This design comes from an exercise in tuning for small area on the open sky130 flow, not from production work. The RTL was checked by simulation tests, not by an equivalence proof against the original design. No driver is modelled on the clock port, so clock power and skew are understated where the tree is cut down; a real chip needs a root buffer or a tree. No activity file was given, so power comes from the tool's default toggle rates.

<file path="flow/config.mk">
export PLATFORM = sky130hd
export DESIGN_NAME = command_parser_top
export DESIGN_NICKNAME = command_parser_top
export VERILOG_FILES = /design/flow/design.v
export SDC_FILE = /design/flow/constraint.sdc
export NUM_CORES = 4
export LEC_CHECK = 0
export CAP_MARGIN = 20
export CORE_MARGIN = 2
export CORE_UTILIZATION = 70
export CTS_BUF_LIST = sky130_fd_sc_hd__clkbuf_16
export CTS_CLUSTER_DIAMETER = 70
export CTS_CLUSTER_SIZE = 34
export PLACE_DENSITY = 0.75
export SLEW_MARGIN = 20
</file>
<file path="flow/constraint.sdc">
create_clock -name core_clock -period 10.0 [get_ports {clk}]
set_input_delay 2.0000 -clock core_clock [delete_from_list [all_inputs] [get_ports {clk}]]
set_output_delay 2.0000 -clock core_clock [all_outputs]
set_load 0.01 [all_outputs]
</file>
<file path="flow/design.v">
module command_parser_top #(
  parameter int DIVISOR      = 434,
  parameter int SAMPLE_PHASE = DIVISOR / 2,
  parameter int NUM_REGS     = 32
) (
  input  logic clk,
  input  logic i_reset,
  input  logic i_rx,
  output logic o_tx
);
  localparam int CW = $clog2(DIVISOR);
  localparam int AW = (NUM_REGS > 1) ? $clog2(NUM_REGS) : 1;
  localparam int PW = AW + 2;                  
  localparam int NSLOT = 1 << PW;              
  localparam logic [7:0]    CMD_WRITE = 8'hAA;
  localparam logic [7:0]    CMD_READ  = 8'h00;
  typedef enum logic [2:0] {IDLE, ADDR_W, ADDR_R, DATA_W, DATA_R, EXEC, SEND, W_FLUSH} state_t;
  function automatic logic [CW-1:0] lfsr_next(input logic [CW-1:0] s);
    lfsr_next = {s[CW-2:0], ~(s[8] ^ s[4])};
  endfunction
  function automatic logic [CW-1:0] lfsr_at(input int n);
    logic [CW-1:0] s;
    s = '0;
    for (int i = 0; i < n; i++) s = {s[CW-2:0], ~(s[8] ^ s[4])};
    lfsr_at = s;
  endfunction
  localparam logic [CW-1:0] BIT_LAST  = lfsr_at(DIVISOR - 1);
  localparam logic [CW-1:0] RX_WAIT   = lfsr_at(DIVISOR - 1 - SAMPLE_PHASE);
  typedef enum logic [1:0] {RX_IDLE, RX_START, RX_DATA, RX_VALID} rx_state_t;
  logic            rx_meta, rx_sync, rx_prev;
  logic            rx_first;
  rx_state_t       rx_state, rx_state_n;
  logic [CW-1:0]   rx_cnt, rx_cnt_n;
  logic [8:0]      rx_sh, rx_sh_n;
  logic            rx_valid;
  logic [7:0]      rx_byte;
  assign rx_byte  = rx_sh[8:1];
  assign rx_valid = (rx_state == RX_VALID);
  always_ff @(posedge clk or posedge i_reset) begin
    if (i_reset) begin
      rx_meta  <= 1'b1;
      rx_sync  <= 1'b1;
      rx_prev  <= 1'b1;
      rx_state <= RX_IDLE;
      rx_sh    <= 9'd0;
    end else begin
      rx_meta  <= i_rx;
      rx_sync  <= rx_meta;
      rx_prev  <= rx_sync;
      rx_state <= rx_state_n;
      rx_sh    <= rx_sh_n;
    end
  end
  always_ff @(posedge clk) rx_cnt <= rx_cnt_n;
  always_comb begin
    rx_state_n = rx_state;
    rx_cnt_n   = lfsr_next(rx_cnt);
    rx_sh_n    = rx_sh;
    rx_first   = 1'b0;
    case (rx_state)
      RX_IDLE, RX_VALID: begin
        rx_cnt_n = RX_WAIT;
        if (rx_prev && !rx_sync) rx_state_n = RX_START;
        else                     rx_state_n = RX_IDLE;
      end
      RX_START: begin
        if (rx_cnt == BIT_LAST) begin
          rx_cnt_n = '0;
          rx_sh_n  = 9'h100;
          rx_first = 1'b1;
          if (rx_sync) rx_state_n = RX_IDLE;
          else         rx_state_n = RX_DATA;
        end
      end
      RX_DATA: begin
        if (rx_cnt == BIT_LAST) begin
          rx_cnt_n = '0;
          if (rx_sh[0]) begin
            if (rx_sync) rx_state_n = RX_VALID;
            else         rx_state_n = RX_IDLE;
            rx_sh_n[0] = rx_sync;
          end else begin
            rx_sh_n = {rx_sync, rx_sh[8:1]};
          end
        end
      end
    endcase
  end
  logic [PW-1:0]        phase;
  logic                 clr;        
  logic [8*NSLOT-1:0]   ring;
  logic [7:0]           tap;
  logic                 hit;
  logic                 wr_en;
  logic                 ins;
  state_t          state, state_n;
  logic [AW-1:0]   idx;
  logic            in_range;
  logic [1:0]      byte_cnt;
  assign tap = ring[8*NSLOT-1 -: 8];
  assign hit = (phase == {idx, byte_cnt});
  assign wr_en = in_range && ((state == W_FLUSH) ||
                 ((state == DATA_W) && rx_sh[0] && ((rx_state == RX_IDLE) || (rx_state == RX_START))));
  assign ins = clr || (wr_en && hit);
  always_ff @(posedge clk or posedge i_reset) begin
    if (i_reset) begin
      phase <= '0;
      clr   <= 1'b1;
    end else begin
      phase <= {phase[5:0], ~(phase[6] ^ phase[5]) ^ (&phase[5:0])};
      if (rx_first) clr <= 1'b0;
    end
  end
  always_ff @(posedge clk) begin
    ring <= {ring[8*NSLOT-9:0], ins ? rx_byte : tap};
  end
  localparam logic [3:0] TX_STOP = 4'd1;
  localparam logic [3:0] TX_IDLE = 4'd2;
  localparam logic [3:0] TX_START = 4'd8;
  logic [3:0]      tx_ph;
  logic            tx_nb;
  logic [CW-1:0]   tx_cnt;
  logic            tx_last, tx_ready, tx_load;
  assign tx_last  = (tx_cnt == BIT_LAST);
  assign tx_ready = (tx_ph == TX_IDLE) || ((tx_ph == TX_STOP) && tx_last);
  always_ff @(posedge clk or posedge i_reset) begin
    if (i_reset) begin
      o_tx  <= 1'b1;
      tx_ph <= TX_IDLE;
    end else if (tx_load) begin
      o_tx  <= 1'b0;
      tx_ph <= TX_START;
    end else if (tx_last && (tx_ph != TX_IDLE)) begin
      o_tx  <= !tx_ph[3] || tx_nb;
      tx_ph <= tx_ph + 4'd1;
    end
  end
  always_ff @(posedge clk) begin
    if (tx_ph[3] && hit) tx_nb <= in_range && tap[tx_ph[2:0]];
  end
  always_ff @(posedge clk) begin
    if (tx_load || tx_last) tx_cnt <= '0;
    else                    tx_cnt <= lfsr_next(tx_cnt);
  end
  always_ff @(posedge clk or posedge i_reset) begin
    if (i_reset) state <= IDLE;
    else         state <= state_n;
  end
  always_comb begin
    state_n = state;
    tx_load = 1'b0;
    case (state)
      IDLE: if (rx_valid) begin
              if (rx_byte == CMD_WRITE)     state_n = ADDR_W;
              else if (rx_byte == CMD_READ) state_n = ADDR_R;
            end
      ADDR_W: if (rx_valid) state_n = DATA_W;
      ADDR_R: if (rx_valid) state_n = DATA_R;
      DATA_W: if (rx_valid && (byte_cnt == 2'd3)) state_n = W_FLUSH;
      DATA_R: if (rx_valid && (byte_cnt == 2'd3)) state_n = EXEC;
      EXEC:   state_n = SEND;
      SEND: begin
        if (tx_ready) begin
          tx_load = 1'b1;
          if (byte_cnt == 2'd3) state_n = IDLE;
        end
      end
      default: if (hit) state_n = IDLE;    
    endcase
  end
  always_ff @(posedge clk) begin
    case (state)
      ADDR_W, ADDR_R: if (rx_valid) begin
                  idx      <= rx_byte[AW-1:0];
                  in_range <= (32'(rx_byte) < 32'(NUM_REGS));
                  byte_cnt <= 2'd0;
                end
      DATA_W, DATA_R: if (rx_valid) byte_cnt <= byte_cnt + 2'd1;
      SEND:     if (tx_load) byte_cnt <= byte_cnt + 2'd1;
      default: ;
    endcase
  end
endmodule
</file>
<file path="flow/flow/run.sh">
#!/bin/bash
# The standard layout (standard.sh) with two changes to clock tree synthesis:
#  - no dummy loads: TritonCTS otherwise hangs unconnected buffers and inverters on
#    the tree to balance it;
#  - flatten.tcl (run by ORFS after CTS) drives every leaf buffer straight from the
#    root buffer and removes the levels in between, then repairs timing again.
# The full output of the ORFS run goes to standard_flow.log in this folder; ORFS's
# own per-step logs stay under orfs/logs/.
set -euo pipefail
here=$(pwd)
export CTS_ARGS="-sink_clustering_enable -repair_clock_nets -sink_clustering_size 34 -sink_clustering_max_diameter 70 -buf_list sky130_fd_sc_hd__clkbuf_16 -dont_use_dummy_load"
export POST_CTS_TCL="$here/flow/flatten.tcl"
bash standard.sh finish > "$here/standard_flow.log" 2>&1
</file>
<file path="flow/flow/flatten.tcl">
# Runs after ORFS's CTS (POST_CTS_TCL). The clock tree's leaf buffers, the ones that
# drive flip-flops, are all driven straight from the root buffer on the clock port;
# the buffers between root and leaves are removed.
set block [ord::get_db_block]
set clknet [$block findNet clk]
set root ""
foreach it [$clknet getITerms] {
  if {[$it isInputSignal]} {
    set m [[$it getInst] getMaster]
    if {![$m isSequential]} { set root [$it getInst] }
  }
}
if {$root ne ""} {
  set rootnet [[$root findITerm X] getNet]
  set inner {}
  set todo [list $rootnet]
  set leaves 0
  while {[llength $todo]} {
    set net [lindex $todo 0]
    set todo [lrange $todo 1 end]
    foreach it [$net getITerms] {
      if {![$it isInputSignal]} { continue }
      set inst [$it getInst]
      if {[[$inst getMaster] isSequential]} { continue }
      set out [$inst findITerm X]
      if {$out eq "NULL"} { continue }
      set onet [$out getNet]
      if {$onet eq "NULL"} { continue }
      set ff 0
      foreach it2 [$onet getITerms] {
        if {[$it2 isInputSignal] && [[[$it2 getInst] getMaster] isSequential]} { set ff 1 }
      }
      if {$ff} { incr leaves } else { lappend inner $inst; lappend todo $onet }
    }
  }
  puts "flatten: root [$root getName], $leaves leaves, removing [llength $inner] inner buffers"
  foreach inst $inner {
    set onet [[$inst findITerm X] getNet]
    foreach it [$onet getITerms] {
      if {[$it isInputSignal]} { $it disconnect; $it connect $rootnet }
    }
  }
  foreach inst $inner {
    set onet [[$inst findITerm X] getNet]
    odb::dbInst_destroy $inst
    odb::dbNet_destroy $onet
  }
  estimate_parasitics -placement
  repair_timing_helper
  detailed_placement
  check_placement -verbose
  report_clock_skew
  report_worst_slack -min
}
</file>
<file path="flow/standard.sh">
#!/bin/bash
# synth_recipe.tcl (not shown) runs the flow's synth.tcl, then flattens the netlist and writes it again
# the make line also repeats each setting of config.mk as NAME=value (left out here)
make -C /OpenROAD-flow-scripts/flow DESIGN_CONFIG=/design/flow/config.mk WORK_HOME=/design/flow/orfs CLKGATE_MAP_FILE= SYNTH_SCRIPT=/design/flow/synth_recipe.tcl "${@:-finish}"
</file>
==> key figures, run 1 <==
Run status
  – Outcome: timing/DRC/antenna clean

Synth
  – Mean instance size in the synthesized netlist: ~18 um2
  – Cell type with the largest total area after synthesis: sky130_fd_sc_hd__dfxtp_1
  – Yosys cell types: 47
  – Yosys warns: 1
  – Area contributors post-synth: sky130_fd_sc_hd__dfxtp_1 (90%), sky130_fd_sc_hd__dfrtp_1 (2.6%), sky130_fd_sc_hd__edfxtp_1 (1.2%)
  – Most used flip-flop cell after synthesis: sky130_fd_sc_hd__dfxtp_1
  – Share of the synthesized area in the top cell type: between 90% and 100%
  – Number of standard cells after synthesis: between 1000 and 1500
  – Part of the Yosys area used for sequential elements: 94.78%
  – Number of flip-flops and latches in the synthesized netlist: between 1000 and 1500
  – Cell area after synthesis: roughly 23000 um2
  – Number of synthesized flops with an enable pin: 9
  – Synth Net Count: approximately 1300
  – Share of synthesized flip-flops with an asynchronous set or reset: between 2 and 3%

Placed design
  – HPWL after detailed placement: about 13 mm
  – Placer's final routability congestion estimate: between 0.7 and 0.8
  – Number of buffer cells added on primary ports: 3
  – Placed standard-cell area: 23680 um2

Routing
  – Drt first-iter violations: 409
  – Vias per cell: roughly 4.6
  – Count of unresolved DRC violations after routing: 0
  – Final ANT Viol Nets: 0
  – Average detailed-routed wire length per instance: 16.73 um
  – Count of vias placed by the detailed router: between 7000 and 8000
  – Total routed wirelength: between 20 and 30 mm
  – Total iterations of the first detailed-routing run: 4

Setup path
  – Startpoint type of the worst setup path: flip-flop
  – Critical path fanouts, max: 2
  – Worst path arrival time: roughly 1.7 ns
  – Crit. End Element: output port
  – Start point of the critical path: o_tx$_DFFE_PP1P_
  – Crit path buffers/inverters: 1
  – CP peak stage delay: ~0.54 ns
  – Crit Path Class: flip-flop to output port
  – Critical path data required time: 8.00 ns
  – Sequence of cells on the critical path: clkdlybuf4s50_1
  – Reg-to-Reg Start: rx_cnt[4]$_SDFF_PP0_
  – Kind of cell adding the most delay to the critical path: flip-flops
  – Cell with the largest stage delay on the worst path: sky130_fd_sc_hd__dfstp_2

Pwr
  – Cell Pwr Density: between 200 and 250 nW/um2
  – Combinational cell fraction of total power: less than 1%
  – Proportion of power drawn by the clock network: 28.6%
  – Switching Fraction: a little under a fifth
  – Peak supply drop: 274.3 uV
  – Internal: roughly 4.9 mW
  – Leak: between 9 and 10 nW
  – Power spent charging and discharging nets: about 1.1 mW
  – Flop pwr share: 71.2%

Global routing
  – Number of global-route vias before repair: 8386
  – Antenna violations before repair: 1
  – Global Route Usage Sum: a little under a fifth
  – Largest net degree at the start of global routing: 35
  – GRT overflow: 0
  – First-pass GRT wire length: between 40 and 50 mm

Floorplanning
  – Starting utilization of the core area: 70.98%
  – Area inside the core boundary: around 33000 um2
  – Die Outline Area: 34460 um2
  – Horizontal die dimension: ~190 um
  – Chip height: around 190 um
  – I/O pins: 4
  – Std-Cell Rows: 66

STA
  – Worst Skew: ~0.032 ns
  – Max Clock Freq: 270.6 MHz
  – Final-report setup violation count: 0
  – Final period util: between 30% and 40%
  – Actual slew at the worst max-slew pin: roughly 0.79 ns
  – Number of endpoints with negative hold slack in the final report: 0
  – Normalized max-slew margin: a little under half
  – Max Slew Vio Count: 0
  – TNS Setup: 0 ns
  – Shortest clock period the worst path allows after layout: 3.695 ns
  – RSZ-0062 raised after global routing: false

Layout
  – Storage cell area: between 20000 and 25000 um2
  – Area of all placed cells without fillers: around 25000 um2
  – Proportion of layout cells with a drive suffix above 1: 4.439%
  – Footprint of the multi-input gates: about 1100 um2
  – Filler Cell Count: between 1500 and 2000
  – Number of nets in the layout: around 1300
  – Most frequent standard cell in the layout excluding fill and tap cells: sky130_fd_sc_hd__dfxtp_1
  – Growth of design area from synthesis to finish: 6.236%
  – Commonest cells after routing, fill and taps aside: sky130_fd_sc_hd__dfxtp_1 (1042), sky130_fd_sc_hd__clkbuf_16 (34), sky130_fd_sc_hd__dfrtp_1 (24), sky130_fd_sc_hd__nand2_1 (14), sky130_fd_sc_hd__a21oi_1 (13)
  – Number of diodes: 0

Clocking
  – Clk sink count: roughly 1100
  – Clock input transition at the sequential cells of the worst setup and hold paths: between 0.1 and 0.15 ns
  – Clock insertion delay at the later pin of the skew report: roughly 0.66 ns

Job
  – Count of max-cap constraint violations: 0

Worst hold path
  – Path class of the lowest-slack min-delay path: flip-flop to flip-flop
  – Worst min-delay path startpoint: ring[1006]$_DFF_P_
-- Yosys cell counts (5+ instances only) --
cell / count
sky130_fd_sc_hd__a21oi_1: 13
sky130_fd_sc_hd__a22o_1: 7
sky130_fd_sc_hd__and2_1: 11
sky130_fd_sc_hd__and3_1: 5
sky130_fd_sc_hd__dfrtp_1: 24
sky130_fd_sc_hd__dfstp_2: 6
sky130_fd_sc_hd__dfxtp_1: 1042
sky130_fd_sc_hd__edfxtp_1: 9
sky130_fd_sc_hd__ha_1: 8
sky130_fd_sc_hd__inv_1: 11
sky130_fd_sc_hd__mux2_2: 8
sky130_fd_sc_hd__nand2_1: 14
sky130_fd_sc_hd__nand3_1: 5
sky130_fd_sc_hd__nor2_1: 8
sky130_fd_sc_hd__nor4_1: 5
sky130_fd_sc_hd__o21ai_0: 7
sky130_fd_sc_hd__xnor2_1: 8
sky130_fd_sc_hd__xor2_1: 6
-- state kept, by name, indices dropped and copies added (netlist names), 2 cells and up --
signal    cells
byte_cnt      2
idx           5
phase         7
ring       1024
rx_cnt        9
rx_sh         9
rx_state      2
state         3
tx_cnt        9
tx_ph         4
-- power groups by stage --
| stage | logic [mW] | clock network (mW) | registers (mW) |
|---|---|---|---|
| 2_1_floorplan | 0.0103 | 0 | 4.41 |
| 3_3_place_gp | 0.0127 | 0 | 4.41 |
| 3_5_place_dp | 0.0153 | 0 | 4.42 |
| 5_1_grt | 0.0176 | 1.90 | 4.32 |
| 6_report | 0.0158 | 1.73 | 4.32 |
-- final timing paths --
check | endpoint | slack (ns) | depth (start not counted)
setup / recovery | o_tx | 6.30 | 1
hold / removal | ring[1014]$_DFF_P_ | 0.31 | 0
setup reg to reg | rx_sh[1]$_DFFE_PP0P_ | 7.65 | 4
hold reg to reg | ring[1014]$_DFF_P_ | 0.31 | 0
max in group asynchronous | o_tx$_DFFE_PP1P_ | 7.68 | 3
min in group asynchronous | rx_sh[0]$_DFFE_PP0P_ | 1.70 | 2
-- routing by layer --
| layer | vias to the layer above | part of all wire, % | global-route usage, % |
|---|---|---|---|
| li1 | 3972 | - | - |
| met1 | 3805 | 48 | 24.89 |
| met2 | 75 | 47 | 29.24 |
| met3 | 43 | 2.6 | 5.126 |
| met4 | 2 | 1.7 | 6.488 |
| met5 | - | 0.042 | 0 |
-- stage by stage --
step	cells	setup slack, ns	hold slack, ns	util [%]	total power, mW
5_1_grt	1726	6.237	0.3199	75.40	6.239
3_3_place_gp	1691	6.633	0.3098	72.70	4.427
2_1_floorplan	1251	7.376	0.3096	-	4.424
3_5_place_dp	1692	6.962	0.3121	72.79	4.430
6_report	1726	6.305	0.3110	75.40	6.066
-- cell families after synthesis --
group,Yosys count,synth area share [%]
fa+ha+maj,8,0.4335
flops,1081,94.78
buf+inv,16,0.2709
compound gates,47,1.479
simple gates,73,1.831
xor+xnor,14,0.5310
mux,12,0.6718
-- area by class of cell --
class | instances | area share (%)
sequential | 1081 | 89.22
multi-input combinational | 154 | 4.656
inverter | 11 | 0.1683
tap | 442 | 2.254
clock buffer | 34 | 3.468
timing repair buffer | 4 | 0.2346
==> run 2: changes to the inputs <==
==> flow/flow/run.sh (replaced) <==
#!/bin/bash
# The standard layout (standard.sh) with two changes to clock tree synthesis:
#  - no dummy loads: TritonCTS otherwise hangs unconnected buffers and inverters on
#    the tree to balance it;
#  - ctree.tcl (run by ORFS right after CTS, as POST_CTS_TCL) drives every leaf
#    buffer straight from the root buffer, removes the levels in between, moves
#    flip-flops off leaves whose clock slew is too high onto nearby leaves, and
#    repairs timing again.
# The full output of the ORFS run goes to standard_flow.log in this folder; ORFS's
# own per-step logs stay under orfs/logs/.
set -euo pipefail
here=$(pwd)
export CTS_ARGS="-sink_clustering_enable -repair_clock_nets -sink_clustering_size 34 -sink_clustering_max_diameter 70 -buf_list sky130_fd_sc_hd__clkbuf_16 -dont_use_dummy_load"
export POST_CTS_TCL="$here/flow/ctree.tcl"
bash standard.sh finish > "$here/standard_flow.log" 2>&1
==> flow/flow/ctree.tcl (new file) <==
# Highest clock slew (ps, estimated from placement) allowed at a leaf's flip-flops.
set ctree_slew_max_ps 119

# Runs after ORFS's CTS (POST_CTS_TCL). The clock tree's leaf buffers, the ones that
# drive flip-flops, are all driven straight from the root buffer on the clock port;
# the buffers between root and leaves are removed. Then flip-flops are moved from
# leaves whose clock slew (estimated from placement) is above ctree_slew_max to
# nearby leaves below it.
set ctree_slew_max [expr {$ctree_slew_max_ps * 1e-12}]

proc ctree_leaf_slew {buf} {
  set w 0
  set net [get_nets -of_objects [get_pins [$buf getName]/X]]
  foreach p [get_pins -of_objects $net -filter "direction==input"] {
    foreach e {rise fall} {
      set s [sta::time_ui_sta [get_property $p slew_max_$e]]
      if {$s > $w} { set w $s }
    }
  }
  return $w
}

set block [ord::get_db_block]
set clknet [$block findNet clk]
set root ""
foreach it [$clknet getITerms] {
  if {[$it isInputSignal] && ![[[$it getInst] getMaster] isSequential]} { set root [$it getInst] }
}
set rootnet [[$root findITerm X] getNet]
set inner {}
set leaves {}
set todo [list $rootnet]
while {[llength $todo]} {
  set net [lindex $todo 0]
  set todo [lrange $todo 1 end]
  foreach it [$net getITerms] {
    if {![$it isInputSignal]} { continue }
    set inst [$it getInst]
    if {[[$inst getMaster] isSequential]} { continue }
    set onet [[$inst findITerm X] getNet]
    set ff 0
    foreach it2 [$onet getITerms] {
      if {[$it2 isInputSignal] && [[[$it2 getInst] getMaster] isSequential]} { set ff 1 }
    }
    if {$ff} { lappend leaves $inst } else { lappend inner $inst; lappend todo $onet }
  }
}
puts "flatten: root [$root getName], [llength $leaves] leaves, removing [llength $inner] inner buffers"
foreach inst $inner {
  foreach it [[[$inst findITerm X] getNet] getITerms] {
    if {[$it isInputSignal]} { $it disconnect; $it connect $rootnet }
  }
}
foreach inst $inner {
  set onet [[$inst findITerm X] getNet]
  odb::dbInst_destroy $inst
  odb::dbNet_destroy $onet
}

# Rebalance: while a leaf is over the limit, hand its flip-flop farthest from its
# buffer to the nearest other leaf that is under the limit.
proc ctree_sinks {buf} {
  set r {}
  foreach it [[[$buf findITerm X] getNet] getITerms] {
    if {[$it isInputSignal]} { lappend r $it }
  }
  return $r
}
proc ctree_center {obj} {
  set bb [$obj getBBox]
  return [list [expr {([$bb xMin] + [$bb xMax]) / 2}] [expr {([$bb yMin] + [$bb yMax]) / 2}]]
}
set moved 0
for {set iter 0} {$iter < 400} {incr iter} {
  estimate_parasitics -placement
  set worst ""; set ws 0
  foreach buf $leaves {
    set s($buf) [ctree_leaf_slew $buf]
    if {$s($buf) > $ws} { set ws $s($buf); set worst $buf }
  }
  if {$ws <= $ctree_slew_max} { break }
  lassign [ctree_center $worst] bx by
  set far ""; set fd -1
  foreach it [ctree_sinks $worst] {
    lassign [ctree_center [$it getInst]] x y
    set d [expr {abs($x - $bx) + abs($y - $by)}]
    if {$d > $fd} { set fd $d; set far $it }
  }
  lassign [ctree_center [$far getInst]] x y
  set best ""; set bd -1
  foreach buf $leaves {
    if {$buf eq $worst || $s($buf) > $ctree_slew_max - 3e-12} { continue }
    lassign [ctree_center $buf] cx cy
    set d [expr {abs($x - $cx) + abs($y - $cy)}]
    if {$bd < 0 || $d < $bd} { set bd $d; set best $buf }
  }
  if {$best eq ""} { break }
  $far disconnect
  $far connect [[$best findITerm X] getNet]
  incr moved
}
puts [format "flatten: moved %d flip-flops, worst leaf %.1f ps" $moved [expr {$ws * 1e12}]]
foreach buf $leaves { puts [format "flatten: leaf %s %.1f ps" [$buf getName] [expr {[ctree_leaf_slew $buf]*1e12}]] }
estimate_parasitics -placement
repair_timing_helper
detailed_placement
check_placement -verbose
report_clock_skew
--- a/flow/config.mk
+++ b/flow/config.mk
@@ -5,11 +5,11 @@
 export SDC_FILE = /design/flow/constraint.sdc
 export NUM_CORES = 4
 export LEC_CHECK = 0
-export CAP_MARGIN = 20
+export CAP_MARGIN = 0
 export CORE_MARGIN = 2
 export CORE_UTILIZATION = 70
 export CTS_BUF_LIST = sky130_fd_sc_hd__clkbuf_16
 export CTS_CLUSTER_DIAMETER = 70
 export CTS_CLUSTER_SIZE = 34
 export PLACE_DENSITY = 0.75
-export SLEW_MARGIN = 20
+export SLEW_MARGIN = 0
removed: flow/flow/flatten.tcl
==> key figures, run 2 <==
Run status
  – Outcome: timing/DRC/antenna clean

Synth
  – Most used flip-flop cell after synthesis: sky130_fd_sc_hd__dfxtp_1
  – Synth Net Count: 1262
  – Cell type with the largest total area after synthesis: sky130_fd_sc_hd__dfxtp_1
  – Mean instance size in the synthesized netlist: approximately 18 um2
  – Cell area after synthesis: approximately 23000 um2
  – Number of standard cells after synthesis: ~1300
  – Share of synthesized flip-flops with an asynchronous set or reset: under 10%
  – Part of the Yosys area used for sequential elements: a little over nine tenths
  – Number of flip-flops and latches in the synthesized netlist: 1081
  – Area contributors post-synth: sky130_fd_sc_hd__dfxtp_1 (90%), sky130_fd_sc_hd__dfrtp_1 (2.6%), sky130_fd_sc_hd__edfxtp_1 (1.2%)
  – Yosys cell types: 47
  – Number of synthesized flops with an enable pin: 9
  – Yosys warns: 1
  – Most frequent cells after synthesis: sky130_fd_sc_hd__dfxtp_1 (1042), sky130_fd_sc_hd__dfrtp_1 (24), sky130_fd_sc_hd__nand2_1 (14), sky130_fd_sc_hd__a21oi_1 (13)
  – Share of the synthesized area in the top cell type: between 90% and 100%
  – Cell with the most instances after synthesis: sky130_fd_sc_hd__dfxtp_1

Layout
  – Number of flip-flops under the largest register name: approximately 1000
  – Growth of design area from synthesis to finish: 6.117%
  – Most frequent standard cell in the layout excluding fill and tap cells: sky130_fd_sc_hd__dfxtp_1
  – Largest Register: ring
  – Number of nets in the layout: roughly 1300
  – Area of all placed cells without fillers: roughly 25000 um2
  – Final Core Density: approximately three quarters
  – Commonest cells after routing, fill and taps aside: sky130_fd_sc_hd__dfxtp_1 (1042), sky130_fd_sc_hd__clkbuf_16 (34), sky130_fd_sc_hd__dfrtp_1 (24), sky130_fd_sc_hd__nand2_1 (14), sky130_fd_sc_hd__a21oi_1 (13)
  – Number of diodes: 0
  – Proportion of layout cells with a drive suffix above 1: 4.365%
  – Post-Layout Cell Count: approximately 1700

Placed design
  – Placer's final routability congestion estimate: between 0.7 and 0.8
  – Placed standard-cell area: approximately 24000 um2
  – Placed Instances: around 1700
  – Number of buffer cells added on primary ports: 3
  – Worst setup timing slack at the placement stage: 6.583 ns
  – HPWL after detailed placement: ~13 mm

Floorplanning
  – Std-Cell Rows: between 60 and 70
  – Area inside the core boundary: 32540 um2
  – Starting utilization of the core area: 70.98%
  – Horizontal die dimension: approximately 190 um
  – I/O pins: 4
  – Chip height: 185.6 um
  – Die Outline Area: 34460 um2

Pwr
  – Cell Pwr Density: approximately 250 nW/um2
  – Power consumption: a little over 6 mW
  – Leak: roughly 9.7 nW
  – Peak supply drop: 254.3 uV

Routing
  – Total routed wirelength: roughly 28 mm
  – Vias per cell: between 4 and 5
  – Drt first-iter violations: 450
  – Final ANT Viol Nets: 0
  – Count of unresolved DRC violations after routing: 0
  – Count of vias placed by the detailed router: 7812
  – Total iterations of the first detailed-routing run: 4
  – Average detailed-routed wire length per instance: 16.11 um

Setup path
  – Cell with the largest stage delay on the worst path: sky130_fd_sc_hd__dfstp_2
  – Reg-to-Reg Start: rx_cnt[4]$_SDFF_PP0_
  – FF-to-FF setup slack: 7.68 ns
  – Kind of cell adding the most delay to the critical path: flip-flops
  – Critical path data required time: roughly 8.0 ns
  – CP peak stage delay: 0.54 ns
  – Worst path arrival time: 1.69 ns
  – Sequence of cells on the critical path: clkdlybuf4s50_1
  – Endpoint of the lowest-slack register-to-register path: rx_sh[3]$_DFFE_PP0P_
  – Crit path buffers/inverters: 1
  – Crit Path Class: flip-flop to output port
  – Critical path fanouts, max: 2
  – Startpoint type of the worst setup path: flip-flop
  – Register-to-Register Path Depth: 4
  – Crit. End Element: output port

STA
  – Worst hold margin: approximately 0.30 ns
  – Crit path setup slack, layout: 6.305 ns
  – Actual slew at the worst max-slew pin: 1.138 ns
  – Worst Skew: about 0.032 ns
  – Max Slew Vio Count: 0
  – Max Clock Freq: about 270 MHz
  – Normalized max-slew margin: between 20% and 30%
  – RSZ-0062 raised after global routing: false
  – Final-report setup violation count: 0
  – Final period util: between 30% and 40%
  – Shortest clock period the worst path allows after layout: around 3.7 ns
  – Number of endpoints with negative hold slack in the final report: 0
  – TNS Setup: 0 ns

Worst hold path
  – Path class of the lowest-slack min-delay path: flip-flop to flip-flop
  – Worst min-delay path startpoint: ring[948]$_DFF_P_
  – Hold path cells: 0
  – Hold EP: ring[956]$_DFF_P_

Clocking
  – Clk sink count: approximately 1100
  – Clock input transition at the sequential cells of the worst setup and hold paths: around 0.11 ns
  – Clock insertion delay at the later pin of the skew report: ~0.66 ns

Global routing
  – Global Route Usage Sum: between 10% and 20%
  – Number of global-route vias before repair: between 8000 and 9000
  – Antenna violations before repair: 1
  – Largest net degree at the start of global routing: 36
  – GRT overflow: 0
  – First-pass GRT wire length: 44.55 mm

Job
  – Count of max-cap constraint violations: 0
-- run 2: cell count changes in the layout (fill, tap and decap cells not counted) --
| cell | change |
|---|---|
| sky130_fd_sc_hd__buf_16 | -1 |
-- run 2: how the worst max path moves through the flow --
stage | from | slack (ns) | cells after the start | endpoint
after detailed placement | i_reset | 6.58 | 2 | phase[0]$_DFF_PP0_
after global routing | o_tx$_DFFE_PP1P_ | 6.23 | 1 | o_tx
after global placement | i_reset | 6.63 | 2 | tx_ph[2]$_DFFE_PP0P_
after floorplan | i_reset | 7.38 | 1 | phase[0]$_DFF_PP0_
final | o_tx$_DFFE_PP1P_ | 6.31 | 1 | o_tx
-- run 2: cell families (layout without fill, tap and decap cells) --
family | after synthesis | in the layout | share of synthesized area, %
compound gates | 47 | 47 | 1.479
flops | 1081 | 1081 | 94.78
buf+inv | 16 | 48 | 0.2709
xor+xnor | 14 | 14 | 0.5310
simple gates | 73 | 73 | 1.831
mux | 12 | 12 | 0.6718
fa+ha+maj | 8 | 8 | 0.4335
-- run 2: layout make-up --
cell class	count	area [um2]
well taps	442	553.0
fillers	1766	8030
repair buffers	3	30.03
multi-input cells	154	1142
inverters	11	41.29
flip-flops and latches	1081	21890
clock buffers	34	850.8
-- run 2: power by group --
group	internal [mW]	total (mW)	switching [mW]	leakage [nW]
Combinational	0.00503	0.0141	0.00911	0.464
Sequential	4.32	4.32	0.00294	8.86
Clock	0.604	1.72	1.11	0.419
-- run 2: metal layers --
metal | track usage, % | vias to the layer above | wire length [um]
li1 | - | 3972 | -
met1 | 25.00 | 3728 | 13980
met2 | 26.33 | 70 | 12500
met3 | 5.439 | 40 | 819
met4 | 6.740 | 2 | 476
met5 | 0 | - | 11
==> run 3: changes to the inputs <==
--- a/flow/flow/run.sh
+++ b/flow/flow/run.sh
@@ -1,5 +1,6 @@
 #!/bin/bash
-# The standard layout (standard.sh) with two changes to clock tree synthesis:
+# The standard layout (standard.sh) with the ports buffered by buf_1 cells
+# (BUFFER_PORTS_ARGS) and two changes to clock tree synthesis:
 #  - no dummy loads: TritonCTS otherwise hangs unconnected buffers and inverters on
 #    the tree to balance it;
 #  - ctree.tcl (run by ORFS right after CTS, as POST_CTS_TCL) drives every leaf
@@ -10,6 +11,7 @@
 # own per-step logs stay under orfs/logs/.
 set -euo pipefail
 here=$(pwd)
+export BUFFER_PORTS_ARGS="-buffer_cell sky130_fd_sc_hd__buf_1"
 export CTS_ARGS="-sink_clustering_enable -repair_clock_nets -sink_clustering_size 34 -sink_clustering_max_diameter 70 -buf_list sky130_fd_sc_hd__clkbuf_16 -dont_use_dummy_load"
 export POST_CTS_TCL="$here/flow/ctree.tcl"
 bash standard.sh finish > "$here/standard_flow.log" 2>&1
==> key figures, run 3 <==
Setup path
  – Crit. End Element: output port
  – Endpoint of the lowest-slack register-to-register path: rx_sh[3]$_DFFE_PP0P_
  – Cell with the largest stage delay on the worst path: sky130_fd_sc_hd__dfstp_2
  – Worst path arrival time: approximately 1.3 ns
  – FF-to-FF setup slack: roughly 7.7 ns
  – Reg-to-Reg Start: rx_cnt[4]$_SDFF_PP0_
  – Crit path buffers/inverters: 1
  – Kind of cell adding the most delay to the critical path: flip-flops
  – Register-to-Register Path Depth: 4
  – CP peak stage delay: approximately 0.54 ns
  – Critical path data required time: roughly 8 ns
  – Crit Path Class: flip-flop to output port
  – Start point of the critical path: o_tx$_DFFE_PP1P_
  – Critical path fanouts, max: 2
  – Startpoint type of the worst setup path: flip-flop
  – Sequence of cells on the critical path: buf_1

Synth
  – Number of standard cells after synthesis: ~1300
  – Cell with the most instances after synthesis: sky130_fd_sc_hd__dfxtp_1
  – Most used flip-flop cell after synthesis: sky130_fd_sc_hd__dfxtp_1
  – Share of synthesized flip-flops with an asynchronous set or reset: approximately 2.8%
  – Most frequent cells after synthesis: sky130_fd_sc_hd__dfxtp_1 (1042), sky130_fd_sc_hd__dfrtp_1 (24), sky130_fd_sc_hd__nand2_1 (14), sky130_fd_sc_hd__a21oi_1 (13)
  – Cell type with the largest total area after synthesis: sky130_fd_sc_hd__dfxtp_1
  – Area contributors post-synth: sky130_fd_sc_hd__dfxtp_1 (90%), sky130_fd_sc_hd__dfrtp_1 (2.6%), sky130_fd_sc_hd__edfxtp_1 (1.2%)
  – Part of the Yosys area used for sequential elements: between 90% and 100%
  – Yosys cell types: 47
  – Number of synthesized flops with an enable pin: 9
  – Yosys warns: 1
  – Share of the synthesized area in the top cell type: ~90%
  – Cell area after synthesis: approximately 23000 um2
  – Synth Net Count: around 1300
  – Number of flip-flops and latches in the synthesized netlist: about 1100
  – Mean instance size in the synthesized netlist: about 18 um2

Floorplanning
  – Std-Cell Rows: 66
  – Chip height: between 150 and 200 um
  – Area inside the core boundary: 32540 um2
  – I/O pins: 4
  – Die Outline Area: approximately 34000 um2
  – Starting utilization of the core area: 70.98%
  – Horizontal die dimension: between 150 and 200 um

Run status
  – Outcome: timing/DRC/antenna clean

Placed design
  – Placer's final routability congestion estimate: between 0.7 and 0.8
  – Number of buffer cells added on primary ports: 3
  – Placed Instances: around 1700
  – HPWL after detailed placement: 13.38 mm

Clocking
  – Clk sink count: between 1000 and 1500
  – Clock insertion delay at the later pin of the skew report: approximately 0.7 ns
  – Clock input transition at the sequential cells of the worst setup and hold paths: 0.09 ns

STA
  – Final-report setup violation count: 0
  – Number of endpoints with negative hold slack in the final report: 0
  – Shortest clock period the worst path allows after layout: roughly 3.3 ns
  – Worst Skew: 0.03168 ns
  – Final period util: around a third
  – Normalized max-slew margin: between 20% and 30%
  – TNS Setup: 0 ns
  – RSZ-0062 raised after global routing: false
  – Max Clock Freq: ~300 MHz
  – Actual slew at the worst max-slew pin: 1.170 ns
  – Worst hold margin: 0.3253 ns
  – Max Slew Vio Count: 0

Layout
  – Most frequent standard cell in the layout excluding fill and tap cells: sky130_fd_sc_hd__dfxtp_1
  – Growth of design area from synthesis to finish: 6.035%
  – Number of diodes: 0
  – Proportion of layout cells with a drive suffix above 1: under 10%
  – Largest Register: ring
  – Commonest cells after routing, fill and taps aside: sky130_fd_sc_hd__dfxtp_1 (1042), sky130_fd_sc_hd__clkbuf_16 (34), sky130_fd_sc_hd__dfrtp_1 (24), sky130_fd_sc_hd__nand2_1 (14), sky130_fd_sc_hd__a21oi_1 (13)
  – Number of flip-flops under the largest register name: around 1000
  – Number of nets in the layout: 1296
  – Post-Layout Cell Count: approximately 1700
  – Final Core Density: around 75%

Pwr
  – Leak: roughly 9.7 nW
  – Power consumption: ~6.1 mW
  – Cell Pwr Density: approximately 250 nW/um2
  – Peak supply drop: ~250 uV

Routing
  – Total routed wirelength: approximately 28 mm
  – Drt first-iter violations: approximately 480
  – Average detailed-routed wire length per instance: approximately 16 um
  – Count of vias placed by the detailed router: slightly below 8000
  – Total iterations of the first detailed-routing run: 4
  – Final ANT Viol Nets: 0
  – Vias per cell: 4.531
  – Count of unresolved DRC violations after routing: 0

Job
  – Count of max-cap constraint violations: 0

Worst hold path
  – Hold path cells: 0
  – Hold EP: ring[980]$_DFF_P_
  – Path class of the lowest-slack min-delay path: flip-flop to flip-flop
  – Worst min-delay path startpoint: ring[972]$_DFF_P_

Global routing
  – Largest net degree at the start of global routing: 36
  – Number of global-route vias before repair: just over 8000
  – GRT overflow: 0
  – Antenna violations before repair: 1
  – First-pass GRT wire length: about 44 mm
  – Global Route Usage Sum: between 10% and 20%
run 3: worst max-delay path by stage:
stage,end,slack (ns),cells after the start
2_1_floorplan,phase[0]$_DFF_PP0_,7.38,1
3_3_place_gp,phase[1]$_DFF_PP0_,6.94,2
3_5_place_dp,phase[2]$_DFF_PP0_,6.89,2
5_1_grt,o_tx,6.58,1
6_report,o_tx,6.66,1
run 3: per-layer routing:
layer / vias to the layer above / wire length (um) / track usage [%]
met5: - / 0 / 0
met1: 3719 / 13920 / 24.34
met4: 0 / 535 / 7.087
li1: 3967 / - / -
met3: 41 / 908 / 5.439
met2: 89 / 12420 / 26.78
run 3: metrics by stage:
| stage | instance area (um2) | setup slack [ns] |
|---|---|---|
| detailed placement | 23640 | 6.885 |
| floorplan | 23090 | 7.376 |
| global route | 24490 | 6.577 |
| global placement | 23640 | 6.944 |
| finish | 24490 | 6.655 |
run 3: power breakdown:
| group | leakage (nW) | internal (mW) | switching, mW | total (mW) |
|---|---|---|---|---|
| Clock | 0.419 | 0.604 | 1.13 | 1.73 |
| Combinational | 0.455 | 0.00450 | 0.00872 | 0.0132 |
| Sequential | 8.86 | 4.32 | 0.00284 | 4.32 |
run 3: final cells by class:
cell class / instances / area [um2]
clock buffer: 34 / 850.8
fill: 1805 / 8049
inverter: 11 / 41.29
multi-input combinational: 154 / 1142
sequential: 1081 / 21890
tap: 442 / 553.0
timing repair buffer: 3 / 11.26
run 3: cell families after synthesis:
group	share of synthesized area, %
muxes	0.6718
AOI/OAI and AO/OA	1.479
xor gates and xnor gates	0.5310
DFF	94.78
and+or+nand+nor	1.831
adders and majority gates	0.4335
buffers and inverters	0.2709
==> run 4: changes to the inputs <==
==> flow/flow/run.sh (replaced) <==
#!/bin/bash
# The standard layout (standard.sh), with these changes:
#  - after the standard synthesis, remap.tcl runs the logic between the flip-flops
#    through ABC again with an area-oriented script (remap.abc); the flip-flops
#    themselves are kept exactly as the standard synthesis made them;
#  - the ports are buffered by buf_1 cells (BUFFER_PORTS_ARGS);
#  - clock tree synthesis adds no dummy loads, and ctree.tcl (run by ORFS right
#    after CTS, as POST_CTS_TCL) drives every leaf buffer straight from the root
#    buffer, removes the levels in between, moves flip-flops off leaves whose clock
#    slew is too high onto nearby leaves, and repairs timing again.
# Each tool's full output goes to a log file in this folder (standard_synth.log,
# remap.log, standard_flow.log); ORFS's own per-step logs stay under orfs/logs/.
set -euo pipefail
here=$(pwd)
plat=$FLOW_HOME/platforms/$FLOW_PLATFORM
res=$here/orfs/results/$FLOW_PLATFORM/command_parser_top/base
export BUFFER_PORTS_ARGS="-buffer_cell sky130_fd_sc_hd__buf_1"
export CTS_ARGS="-sink_clustering_enable -repair_clock_nets -sink_clustering_size 33 -sink_clustering_max_diameter 70 -buf_list sky130_fd_sc_hd__clkbuf_16 -dont_use_dummy_load"
export POST_CTS_TCL="$here/flow/ctree.tcl"

bash standard.sh synth > "$here/standard_synth.log" 2>&1

cp "$res/1_2_yosys.v" "$here/standard_synth.v"
dont_use=$(sed -n '/^export DONT_USE_CELLS += /,/^#/p' "$plat/config.mk" | grep -oE 'sky130_fd_sc_hd__[a-z0-9_]+' | tr '\n' ' ')
REMAP_IN="$here/standard_synth.v" REMAP_OUT="$res/1_2_yosys.v" \
  REMAP_LIB="$plat/lib/sky130_fd_sc_hd__tt_025C_1v80.lib" REMAP_SCRIPT="$here/flow/remap.abc" \
  REMAP_DONT_USE="$dont_use" REMAP_TOP="$FLOW_TOP" \
  yosys -c "$here/flow/remap.tcl" > "$here/remap.log" 2>&1

bash standard.sh finish > "$here/standard_flow.log" 2>&1
--- a/flow/flow/ctree.tcl
+++ b/flow/flow/ctree.tcl
@@ -1,11 +1,11 @@
 # Highest clock slew (ps, estimated from placement) allowed at a leaf's flip-flops.
-set ctree_slew_max_ps 119
+set ctree_slew_max_ps 118
 
 # Runs after ORFS's CTS (POST_CTS_TCL). The clock tree's leaf buffers, the ones that
 # drive flip-flops, are all driven straight from the root buffer on the clock port;
 # the buffers between root and leaves are removed. Then flip-flops are moved from
 # leaves whose clock slew (estimated from placement) is above ctree_slew_max to
-# nearby leaves below it.
+# nearby leaves below it; a leaf that cannot shed enough is split in two.
 set ctree_slew_max [expr {$ctree_slew_max_ps * 1e-12}]
 
 proc ctree_leaf_slew {buf} {
@@ -71,7 +71,9 @@
   return [list [expr {([$bb xMin] + [$bb xMax]) / 2}] [expr {([$bb yMin] + [$bb yMax]) / 2}]]
 }
 set moved 0
-for {set iter 0} {$iter < 400} {incr iter} {
+set since_split 0
+set nsplit 0
+for {set iter 0} {$iter < 600} {incr iter} {
   estimate_parasitics -placement
   set worst ""; set ws 0
   foreach buf $leaves {
@@ -79,26 +81,62 @@
     if {$s($buf) > $ws} { set ws $s($buf); set worst $buf }
   }
   if {$ws <= $ctree_slew_max} { break }
-  lassign [ctree_center $worst] bx by
-  set far ""; set fd -1
+  set best ""
+  if {$since_split < 40} {
+    lassign [ctree_center $worst] bx by
+    set far ""; set fd -1
+    foreach it [ctree_sinks $worst] {
+      lassign [ctree_center [$it getInst]] x y
+      set d [expr {abs($x - $bx) + abs($y - $by)}]
+      if {$d > $fd} { set fd $d; set far $it }
+    }
+    lassign [ctree_center [$far getInst]] x y
+    set bd -1
+    foreach buf $leaves {
+      if {$buf eq $worst || $s($buf) > $ctree_slew_max - 3e-12} { continue }
+      lassign [ctree_center $buf] cx cy
+      set d [expr {abs($x - $cx) + abs($y - $cy)}]
+      if {$bd < 0 || $d < $bd} { set bd $d; set best $buf }
+    }
+  }
+  if {$best ne ""} {
+    $far disconnect
+    $far connect [[$best findITerm X] getNet]
+    incr moved
+    incr since_split
+    continue
+  }
+  # No leaf nearby can take a flip-flop: split the worst leaf in two.
+  set sinks {}
   foreach it [ctree_sinks $worst] {
     lassign [ctree_center [$it getInst]] x y
-    set d [expr {abs($x - $bx) + abs($y - $by)}]
-    if {$d > $fd} { set fd $d; set far $it }
+    lappend sinks [list $x $y $it]
   }
-  lassign [ctree_center [$far getInst]] x y
-  set best ""; set bd -1
-  foreach buf $leaves {
-    if {$buf eq $worst || $s($buf) > $ctree_slew_max - 3e-12} { continue }
-    lassign [ctree_center $buf] cx cy
-    set d [expr {abs($x - $cx) + abs($y - $cy)}]
-    if {$bd < 0 || $d < $bd} { set bd $d; set best $buf }
+  set xs [lsort -integer [lmap v $sinks {lindex $v 0}]]
+  set ys [lsort -integer [lmap v $sinks {lindex $v 1}]]
+  set ax [expr {([lindex $xs end] - [lindex $xs 0]) >= ([lindex $ys end] - [lindex $ys 0]) ? 0 : 1}]
+  set sorted [lsort -integer -index $ax $sinks]
+  set half [expr {[llength $sorted] / 2}]
+  set g1 [lrange $sorted 0 [expr {$half - 1}]]
+  set g2 [lrange $sorted $half end]
+  set nb [odb::dbInst_create $block [$worst getMaster] ctree_split_$nsplit]
+  set nn [odb::dbNet_create $block ctree_split_net_$nsplit]
+  $nn setSigType CLOCK
+  foreach {g b} [list $g1 $worst $g2 $nb] {
+    set cx 0; set cy 0
+    foreach v $g { set cx [expr {$cx + [lindex $v 0]}]; set cy [expr {$cy + [lindex $v 1]}] }
+    $b setLocation [expr {$cx / [llength $g]}] [expr {$cy / [llength $g]}]
+    $b setPlacementStatus PLACED
   }
-  if {$best eq ""} { break }
-  $far disconnect
-  $far connect [[$best findITerm X] getNet]
-  incr moved
+  foreach v $g2 { set it [lindex $v 2]; $it disconnect; $it connect $nn }
+  [$nb findITerm X] connect $nn
+  [$nb findITerm A] connect $rootnet
+  lappend leaves $nb
+  incr nsplit
+  set since_split 0
+  detailed_placement
 }
+puts "flatten: split $nsplit leaves"
 puts [format "flatten: moved %d flip-flops, worst leaf %.1f ps" $moved [expr {$ws * 1e12}]]
 foreach buf $leaves { puts [format "flatten: leaf %s %.1f ps" [$buf getName] [expr {[ctree_leaf_slew $buf]*1e12}]] }
 estimate_parasitics -placement
==> flow/flow/remap.abc (new file) <==
strash
dch -f
amap
strash
dch -f
amap
topo
==> flow/flow/remap.tcl (new file) <==
# Re-map the logic between the flip-flops of the standard synthesis netlist for area.
# The flip-flops are kept as they are (same instances, names and cells): they stay
# unflattened instances of their liberty models, and only the top module's logic
# goes through ABC again, with an area-oriented script.
# Env: REMAP_IN, REMAP_OUT, REMAP_LIB, REMAP_SCRIPT, REMAP_DONT_USE, REMAP_TOP
set lib $::env(REMAP_LIB)
set top $::env(REMAP_TOP)
yosys read_liberty -ignore_miss_func $lib
yosys setattr -mod -set keep_hierarchy 1 sky130_fd_sc_hd__df* sky130_fd_sc_hd__edf* sky130_fd_sc_hd__sdf* sky130_fd_sc_hd__dl* sky130_fd_sc_hd__sedf*
yosys read_verilog $::env(REMAP_IN)
yosys hierarchy -top $top
yosys flatten
yosys delete t:\$scopeinfo
yosys techmap $top
yosys opt -fast $top
set du {}
foreach c $::env(REMAP_DONT_USE) { lappend du -dont_use $c }
yosys abc -liberty $lib {*}$du -script $::env(REMAP_SCRIPT) $top
yosys opt_clean -purge $top
yosys hilomap -singleton -hicell sky130_fd_sc_hd__conb_1 HI -locell sky130_fd_sc_hd__conb_1 LO $top
yosys splitnets $top
yosys opt_clean -purge $top
yosys insbuf -buf sky130_fd_sc_hd__buf_4 A X $top
yosys rename -enumerate -pattern remap_% $top
yosys select -module $top
yosys tee -o $::env(REMAP_OUT).stat stat -liberty $lib
yosys write_verilog -selected -noattr -noexpr -nohex -nodec $::env(REMAP_OUT)
==> key figures, run 4 <==
Run status
  – Outcome: timing/DRC/antenna clean

Layout
  – Proportion of layout cells with a drive suffix above 1: around 3.1%
  – Post-Layout Cell Count: around 1700
  – Largest Register: ring
  – Number of flip-flops under the largest register name: 1024
  – Number of nets in the layout: about 1300
  – Commonest cells after routing, fill and taps aside: sky130_fd_sc_hd__dfxtp_1 (1042), sky130_fd_sc_hd__nor2_1 (38), sky130_fd_sc_hd__clkinv_1 (37), sky130_fd_sc_hd__clkbuf_16 (35), sky130_fd_sc_hd__dfrtp_1 (24)
  – Growth of design area from synthesis to finish: 6.317%
  – Most frequent standard cell in the layout excluding fill and tap cells: sky130_fd_sc_hd__dfxtp_1

Synth
  – Number of standard cells after synthesis: 1268
  – Cell area after synthesis: around 23000 um2
  – Mean instance size in the synthesized netlist: between 15 and 20 um2
  – Yosys warns: 1
  – Synth Net Count: about 1300

Setup path
  – Register-to-Register Path Depth: 7
  – Crit path buffers/inverters: 1
  – Reg-to-Reg Start: rx_cnt[7]$_SDFF_PP0_
  – Crit Path Class: flip-flop to output port
  – Sequence of cells on the critical path: buf_1
  – Kind of cell adding the most delay to the critical path: flip-flops
  – Crit. End Element: output port
  – Worst path arrival time: approximately 1.4 ns
  – Cell with the largest stage delay on the worst path: sky130_fd_sc_hd__dfstp_2
  – Critical path fanouts, max: 2
  – Endpoint of the lowest-slack register-to-register path: rx_sh[5]$_DFFE_PP0P_
  – CP peak stage delay: around 0.55 ns
  – Start point of the critical path: o_tx$_DFFE_PP1P_
  – Startpoint type of the worst setup path: flip-flop
  – Critical path data required time: 8.00 ns
  – FF-to-FF setup slack: between 7 and 8 ns

Routing
  – Average detailed-routed wire length per instance: ~16 um
  – Detailed-route wire length on metal 1: 13.25 mm
  – Drt first-iter violations: 437
  – Final ANT Viol Nets: 0
  – Met3 WL post-DR: between 1 and 1.5 mm
  – Total routed wirelength: 27.44 mm
  – Count of vias placed by the detailed router: a little under 8000
  – Count of unresolved DRC violations after routing: 0
  – Total iterations of the first detailed-routing run: 5
  – Highest metal layer with signal wires: met4
  – Routed length on met2: roughly 13 mm
  – Vias per cell: roughly 4.5

STA
  – Crit path setup slack, layout: 6.576 ns
  – Number of endpoints with negative hold slack in the final report: 0
  – Final period util: 34.24%
  – Normalized max-slew margin: 17.21%
  – Worst hold margin: just over 0.3 ns
  – TNS Setup: 0 ns
  – RSZ-0062 raised after global routing: false
  – Max Slew Vio Count: 0
  – Shortest clock period the worst path allows after layout: between 3 and 4 ns
  – Final-report setup violation count: 0
  – Worst Skew: 0.03298 ns
  – Actual slew at the worst max-slew pin: around 1.2 ns
  – Max Clock Freq: roughly 290 MHz

Job
  – Count of max-cap constraint violations: 0

Global routing
  – Largest net degree at the start of global routing: 35
  – Number of global-route vias before repair: just over 8000
  – First-pass GRT wire length: approximately 45 mm
  – GRT overflow: 0
  – Antenna violations before repair: 2
  – Global Route Usage Sum: roughly 18%

Clocking
  – Clk sink count: roughly 1100
  – Clock input transition at the sequential cells of the worst setup and hold paths: approximately 0.12 ns
  – Clock insertion delay at the later pin of the skew report: slightly below 0.7 ns

Worst hold path
  – Hold path cells: 0
  – Hold EP: ring[376]$_DFF_P_
  – Worst min-delay path startpoint: ring[368]$_DFF_P_
  – Path class of the lowest-slack min-delay path: flip-flop to flip-flop

Floorplanning
  – Die Outline Area: ~34000 um2
  – Horizontal die dimension: around 180 um
  – I/O pins: 4
  – Chip height: between 150 and 200 um
  – Starting utilization of the core area: a little over two thirds
  – Area inside the core boundary: ~32000 um2
  – Std-Cell Rows: 66

Placed design
  – Placer's final routability congestion estimate: slightly below 0.8
  – HPWL after detailed placement: 13.07 mm
  – Worst setup timing slack at the placement stage: between 7 and 8 ns
  – Placed Instances: approximately 1700
  – Number of buffer cells added on primary ports: 3

Pwr
  – Power consumption: ~6.3 mW
  – Peak supply drop: approximately 250 uV
  – Cell Pwr Density: approximately 260 nW/um2
  – Leak: roughly 9.6 nW
## run 4: how the worst max path moves through the flow
stage                            to  cells after the start
2_1_floorplan                  o_tx                      0
3_3_place_gp                   o_tx                      1
3_5_place_dp   tx_ph[0]$_DFFE_PP0P_                      2
5_1_grt                        o_tx                      1
6_report                       o_tx                      1
## run 4: metal layers
layer / up-vias / GRT usage, %
met5: - / 0
met4: 0 / 6.857
met3: 35 / 5.631
met2: 90 / 27.77
met1: 3785 / 24.28
li1: 4022 / -
## run 4: area by class of cell, without the clock buffers
type	count	area, um2
sequential	1081	21890
fill	1774	8092
multi-input combinational	150	809.5
tap	442	553.0
inverter	37	138.9
timing repair buffer	3	11.26
antenna	1	2.502
## run 4: power breakdown
part	switching, mW	total (mW)	internal, mW
clock network	1.12	1.74	0.620
registers	0.0256	4.38	4.35
logic	0.0941	0.144	0.0497
## run 4: through the flow
stage	utilization, %	area, um2
after global placement	72.29	23400
after floorplan	-	22840
final	75.00	24280
after detailed placement	72.29	23400
after global routing	75.00	24280
==> run 5: changes to the inputs <==
==> flow/flow/remap.abc (replaced) <==
strash
&get -n
&deepsyn -T 20
&put
dch -f
amap
strash
dch -f
amap
topo
--- a/flow/config.mk
+++ b/flow/config.mk
@@ -10,6 +10,6 @@
 export CORE_UTILIZATION = 70
 export CTS_BUF_LIST = sky130_fd_sc_hd__clkbuf_16
 export CTS_CLUSTER_DIAMETER = 70
-export CTS_CLUSTER_SIZE = 34
+export CTS_CLUSTER_SIZE = 33
 export PLACE_DENSITY = 0.75
 export SLEW_MARGIN = 0
==> key figures, run 5 <==
Layout
  – Commonest cells after routing, fill and taps aside: sky130_fd_sc_hd__dfxtp_1 (1042), sky130_fd_sc_hd__clkinv_1 (48), sky130_fd_sc_hd__clkbuf_16 (35), sky130_fd_sc_hd__nor2_1 (33), sky130_fd_sc_hd__dfrtp_1 (24)
  – Largest Register: ring
  – Number of nets in the layout: roughly 1300
  – Most frequent standard cell in the layout excluding fill and tap cells: sky130_fd_sc_hd__dfxtp_1
  – Growth of design area from synthesis to finish: 6.351%
  – Final Core Density: between 70% and 80%
  – Filler Cell Count: between 1500 and 2000
  – Number of diodes: 0
  – Number of flip-flops under the largest register name: ~1000
  – Proportion of layout cells with a drive suffix above 1: 3.223%
  – Area of all placed cells without fillers: 24240 um2

Clocking
  – Clock input transition at the sequential cells of the worst setup and hold paths: ~0.11 ns
  – Clock insertion delay at the later pin of the skew report: ~0.68 ns
  – Clk sink count: 1081

Routing
  – Count of vias placed by the detailed router: around 7900
  – Vias per cell: about 4.5
  – Total iterations of the first detailed-routing run: 4
  – Average detailed-routed wire length per instance: between 15 and 20 um
  – Final ANT Viol Nets: 0
  – Count of unresolved DRC violations after routing: 0
  – Total routed wirelength: roughly 29 mm
  – Drt first-iter violations: 440

STA
  – Number of endpoints with negative hold slack in the final report: 0
  – Final-report setup violation count: 0
  – Max Slew Vio Count: 0
  – TNS Setup: 0 ns
  – Shortest clock period the worst path allows after layout: roughly 3.4 ns
  – Normalized max-slew margin: between 40% and 50%
  – Actual slew at the worst max-slew pin: between 0.8 and 0.9 ns
  – Final period util: approximately 34%
  – Crit path setup slack, layout: between 6 and 7 ns
  – Max Clock Freq: approximately 290 MHz
  – Worst Skew: roughly 0.032 ns
  – RSZ-0062 raised after global routing: false

Placed design
  – Placer's final routability congestion estimate: 0.8452
  – Worst setup timing slack at the placement stage: ~7.3 ns
  – Number of buffer cells added on primary ports: 3
  – Placed standard-cell area: between 20000 and 25000 um2
  – HPWL after detailed placement: 13.74 mm

Global routing
  – Largest net degree at the start of global routing: 36
  – First-pass GRT wire length: around 46 mm
  – GRT overflow: 0
  – Antenna violations before repair: 0
  – Number of global-route vias before repair: around 8400
  – Global Route Usage Sum: a little under a fifth

Setup path
  – Crit Path Class: flip-flop to output port
  – Stages on the worst setup path: 1
  – Critical path data required time: ~8.0 ns
  – Worst path arrival time: 1.40 ns
  – Cell with the largest stage delay on the worst path: sky130_fd_sc_hd__dfstp_2
  – CP peak stage delay: roughly 0.55 ns
  – Crit. End Element: output port
  – Register-to-Register Path Depth: 10
  – FF-to-FF setup slack: between 7 and 8 ns
  – Endpoint of the lowest-slack register-to-register path: ring[5]$_DFF_P_
  – Sequence of cells on the critical path: buf_1
  – Crit path buffers/inverters: 1
  – Critical path fanouts, max: 2
  – Reg-to-Reg Start: phase[5]$_DFF_PP0_
  – Kind of cell adding the most delay to the critical path: flip-flops
  – Startpoint type of the worst setup path: flip-flop

Worst hold path
  – Hold path cells: 0
  – Hold EP: ring[694]$_DFF_P_
  – Worst min-delay path startpoint: ring[686]$_DFF_P_
  – Path class of the lowest-slack min-delay path: flip-flop to flip-flop

Floorplanning
  – Starting utilization of the core area: 70.59%
  – Chip height: around 180 um
  – Area inside the core boundary: between 30000 and 40000 um2
  – I/O pins: 4
  – Std-Cell Rows: 66
  – Horizontal die dimension: between 150 and 200 um
  – Die Outline Area: 34020 um2

Pwr
  – Leak: between 9 and 10 nW
  – Cell Pwr Density: about 250 nW/um2
  – Power consumption: slightly above 6 mW
  – Peak supply drop: 241.0 uV

Synth
  – Yosys warns: 1
  – Cell area after synthesis: between 20000 and 25000 um2
  – Number of standard cells after synthesis: ~1300
  – Synth Net Count: roughly 1300
  – Mean instance size in the synthesized netlist: between 15 and 20 um2

Run status
  – Outcome: timing/DRC/antenna clean

Job
  – Count of max-cap constraint violations: 0
[run 5: area by class of cell, without the clock buffers]
| cell class | count | area (um2) | share of cell area, % |
|---|---|---|---|
| timing repair buffer | 4 | 18.77 | 0.07742 |
| tap | 442 | 553.0 | 2.281 |
| inverter | 48 | 180.2 | 0.7433 |
| sequential | 1081 | 21890 | 90.30 |
| multi-input combinational | 135 | 724.4 | 2.989 |
[run 5: worst max-delay path by stage]
stage / from / end / slack (ns)
floorplan: o_tx$_DFFE_PP1P_ / o_tx / 7.47
global route: o_tx$_DFFE_PP1P_ / o_tx / 6.53
global placement: o_tx$_DFFE_PP1P_ / o_tx / 7.32
detailed placement: o_tx$_DFFE_PP1P_ / o_tx / 7.32
finish: o_tx$_DFFE_PP1P_ / o_tx / 6.60
[run 5: layer usage]
| layer | GRT usage (%) | wire, um | vias to the layer above |
|---|---|---|---|
| met4 | 8.992 | 698 | 0 |
| met3 | 4.880 | 1088 | 45 |
| met1 | 25.24 | 13830 | 3770 |
| met2 | 28.71 | 13400 | 120 |
| li1 | - | - | 3990 |
| met5 | 0 | 0 | - |
[run 5: where the power goes]
group | internal (mW) | switching, mW | leakage [nW]
registers | 4.33 | 0.0165 | 8.85
clock network | 0.621 | 1.13 | 0.431
logic | 0.0158 | 0.0277 | 0.309
total | 4.97 | 1.18 | 9.59
[run 5: per-stage QoR]
stage / hold slack [ns] / std cells
6_report: 0.3084 / 1745
5_1_grt: 0.3216 / 1745
3_5_place_dp: 0.3121 / 1710
3_3_place_gp: 0.3105 / 1710
2_1_floorplan: 0.3096 / 1264
==> run 6: changes to the inputs <==
--- a/flow/config.mk
+++ b/flow/config.mk
@@ -11,5 +11,5 @@
 export CTS_BUF_LIST = sky130_fd_sc_hd__clkbuf_16
 export CTS_CLUSTER_DIAMETER = 70
 export CTS_CLUSTER_SIZE = 33
-export PLACE_DENSITY = 0.75
+export PLACE_DENSITY = 0.65
 export SLEW_MARGIN = 0
==> key figures, run 6 <==
Routing
  – Average detailed-routed wire length per instance: about 14 um
  – Highest metal layer with signal wires: met4
  – Final ANT Viol Nets: 0
  – Detailed-route wire length on metal 1: approximately 13 mm
  – Total routed wirelength: about 24 mm
  – Count of vias placed by the detailed router: ~7700
  – Met3 WL post-DR: roughly 860 um
  – Total iterations of the first detailed-routing run: 4
  – Drt first-iter violations: 458
  – Count of unresolved DRC violations after routing: 0
  – Routed length on met2: roughly 9.4 mm
  – Vias per cell: 4.436

Pwr
  – Cell Pwr Density: about 250 nW/um2
  – Power consumption: 6.099 mW
  – Leak: approximately 9.6 nW
  – Peak supply drop: about 240 uV

STA
  – Worst Skew: ~0.037 ns
  – TNS Setup: 0 ns
  – Normalized max-slew margin: a little under a third
  – RSZ-0062 raised after global routing: false
  – Max Clock Freq: slightly below 300 MHz
  – Final period util: between 30% and 40%
  – Shortest clock period the worst path allows after layout: roughly 3.4 ns
  – Max Slew Vio Count: 0
  – Final-report setup violation count: 0
  – Number of endpoints with negative hold slack in the final report: 0
  – Actual slew at the worst max-slew pin: approximately 1.0 ns
  – Crit path setup slack, layout: 6.614 ns

Synth
  – Cell area after synthesis: ~23000 um2
  – Synth Net Count: roughly 1300
  – Mean instance size in the synthesized netlist: around 18 um2
  – Yosys warns: 1
  – Number of standard cells after synthesis: approximately 1300

Floorplanning
  – Std-Cell Rows: 66
  – I/O pins: 4
  – Area inside the core boundary: 32290 um2
  – Chip height: 184.5 um
  – Die Outline Area: between 30000 and 40000 um2
  – Starting utilization of the core area: 70.59%
  – Horizontal die dimension: 184.5 um

Setup path
  – Kind of cell adding the most delay to the critical path: flip-flops
  – Crit. End Element: output port
  – CP peak stage delay: between 0.5 and 0.6 ns
  – Cell with the largest stage delay on the worst path: sky130_fd_sc_hd__dfstp_2
  – Critical path data required time: ~8.0 ns
  – Crit Path Class: flip-flop to output port
  – Crit path buffers/inverters: 1
  – Critical path fanouts, max: 2
  – Sequence of cells on the critical path: buf_1
  – Worst path arrival time: approximately 1.4 ns
  – Startpoint type of the worst setup path: flip-flop

Placed design
  – HPWL after detailed placement: about 12 mm
  – Placed standard-cell area: between 20000 and 25000 um2
  – Number of buffer cells added on primary ports: 3
  – Placer's final routability congestion estimate: ~0.75
  – Worst setup timing slack at the placement stage: ~7.3 ns

Layout
  – Area of all placed cells without fillers: around 24000 um2
  – Proportion of layout cells with a drive suffix above 1: 3.149%
  – Number of flip-flops under the largest register name: 1024
  – Most frequent standard cell in the layout excluding fill and tap cells: sky130_fd_sc_hd__dfxtp_1
  – Largest Register: ring
  – Growth of design area from synthesis to finish: 6.318%
  – Number of diodes: 0
  – Number of nets in the layout: ~1300
  – Commonest cells after routing, fill and taps aside: sky130_fd_sc_hd__dfxtp_1 (1042), sky130_fd_sc_hd__clkinv_1 (48), sky130_fd_sc_hd__clkbuf_16 (35), sky130_fd_sc_hd__nor2_1 (33), sky130_fd_sc_hd__dfrtp_1 (24)
  – Final Core Density: 75.05%

Worst hold path
  – Path class of the lowest-slack min-delay path: flip-flop to flip-flop

Run status
  – Outcome: timing/DRC/antenna clean

Global routing
  – First-pass GRT wire length: around 38 mm
  – Largest net degree at the start of global routing: 35
  – Global Route Usage Sum: between 10% and 20%
  – Antenna violations before repair: 0
  – Number of global-route vias before repair: about 7600
  – GRT overflow: 0

Clocking
  – Clk sink count: about 1100
  – Clock input transition at the sequential cells of the worst setup and hold paths: roughly 0.11 ns
  – Clock insertion delay at the later pin of the skew report: about 0.7 ns

Job
  – Count of max-cap constraint violations: 0
[run 6: layout make-up, without the clock buffers]
class	instances	area, um2
Fill cell	1924	8055
Inverter	48	180.2
Multi-Input combinational cell	135	724.4
Sequential cell	1081	21890
Tap cell	442	553.0
Timing Repair Buffer	3	11.26
[run 6: worst paths after layout]
path,from,endpoint,slack (ns),cells after the start
worst max register to register,tx_cnt[4]$_SDFF_PP0_,tx_cnt[2]$_SDFF_PP0_,7.28,8
worst max-delay path,o_tx$_DFFE_PP1P_,o_tx,6.61,1
worst min register to register,ring[1015]$_DFF_P_,ring[1023]$_DFF_P_,0.29,0
worst min-delay path,ring[1015]$_DFF_P_,ring[1023]$_DFF_P_,0.29,0
min in group asynchronous,i_reset,rx_state[0]$_DFFE_PP0P_,1.45,2
max in group asynchronous,i_reset,phase[3]$_DFF_PP0_,8.03,2
[run 6: power by group]
group	switching, mW	internal (mW)	leakage, nW
Clock	1.10	0.619	0.431
Sequential	0.0124	4.33	8.85
Combinational	0.0219	0.0155	0.304
Total	1.13	4.97	9.59
[run 6: routing by layer]
layer,up-vias,GRT usage [%]
li1,3993,-
met1,3632,22.35
met2,77,20.44
met3,35,5.394
met4,0,6.816
met5,-,0
[run 6: per-stage QoR]
stage / cells / hold WS, ns
global route: 1744 / 0.2936
detailed placement: 1709 / 0.3121
finish: 1744 / 0.2933
global placement: 1709 / 0.3103
floorplan: 1264 / 0.3096

port drivers added, routing unchanged:
How much do the figures lean on ideal ports? The routed layouts below were timed once more, with nothing changed but the port constraints.
Step 1, drivers: a clkbuf_16 drives clk and a buf_2 each remaining input, both assumed.
Step 2, shift: input delay + t, output delay - t, t = (earliest + latest rising clock arrival at the registers) / 2. This alone moves slack from input paths to output paths.
Slacks: ideal ports / drivers / drivers and shift; pairs: ideal ports / drivers.
run	shift t [ns]	slack for setup (ns)	worst setup path at the end	worst data-port slew with drivers (ns)
run 1	0.703	6.305 / 6.254 / 6.957	register to output	0.03
run 2	0.704	6.305 / 6.251 / 6.704	input, reset recovery	0.03
run 3	0.712	6.655 / 6.603 / 6.980	input, reset recovery	0.03
run 4	0.721	6.576 / 6.524 / 7.163	register to register	0.03
run 5	0.721	6.603 / 6.550 / 7.271	register to output	0.03
run 6	0.714	6.614 / 6.562 / 7.276	register to output	0.03
After both steps every run listed still meets setup and hold. Setup slack includes reset recovery checks.
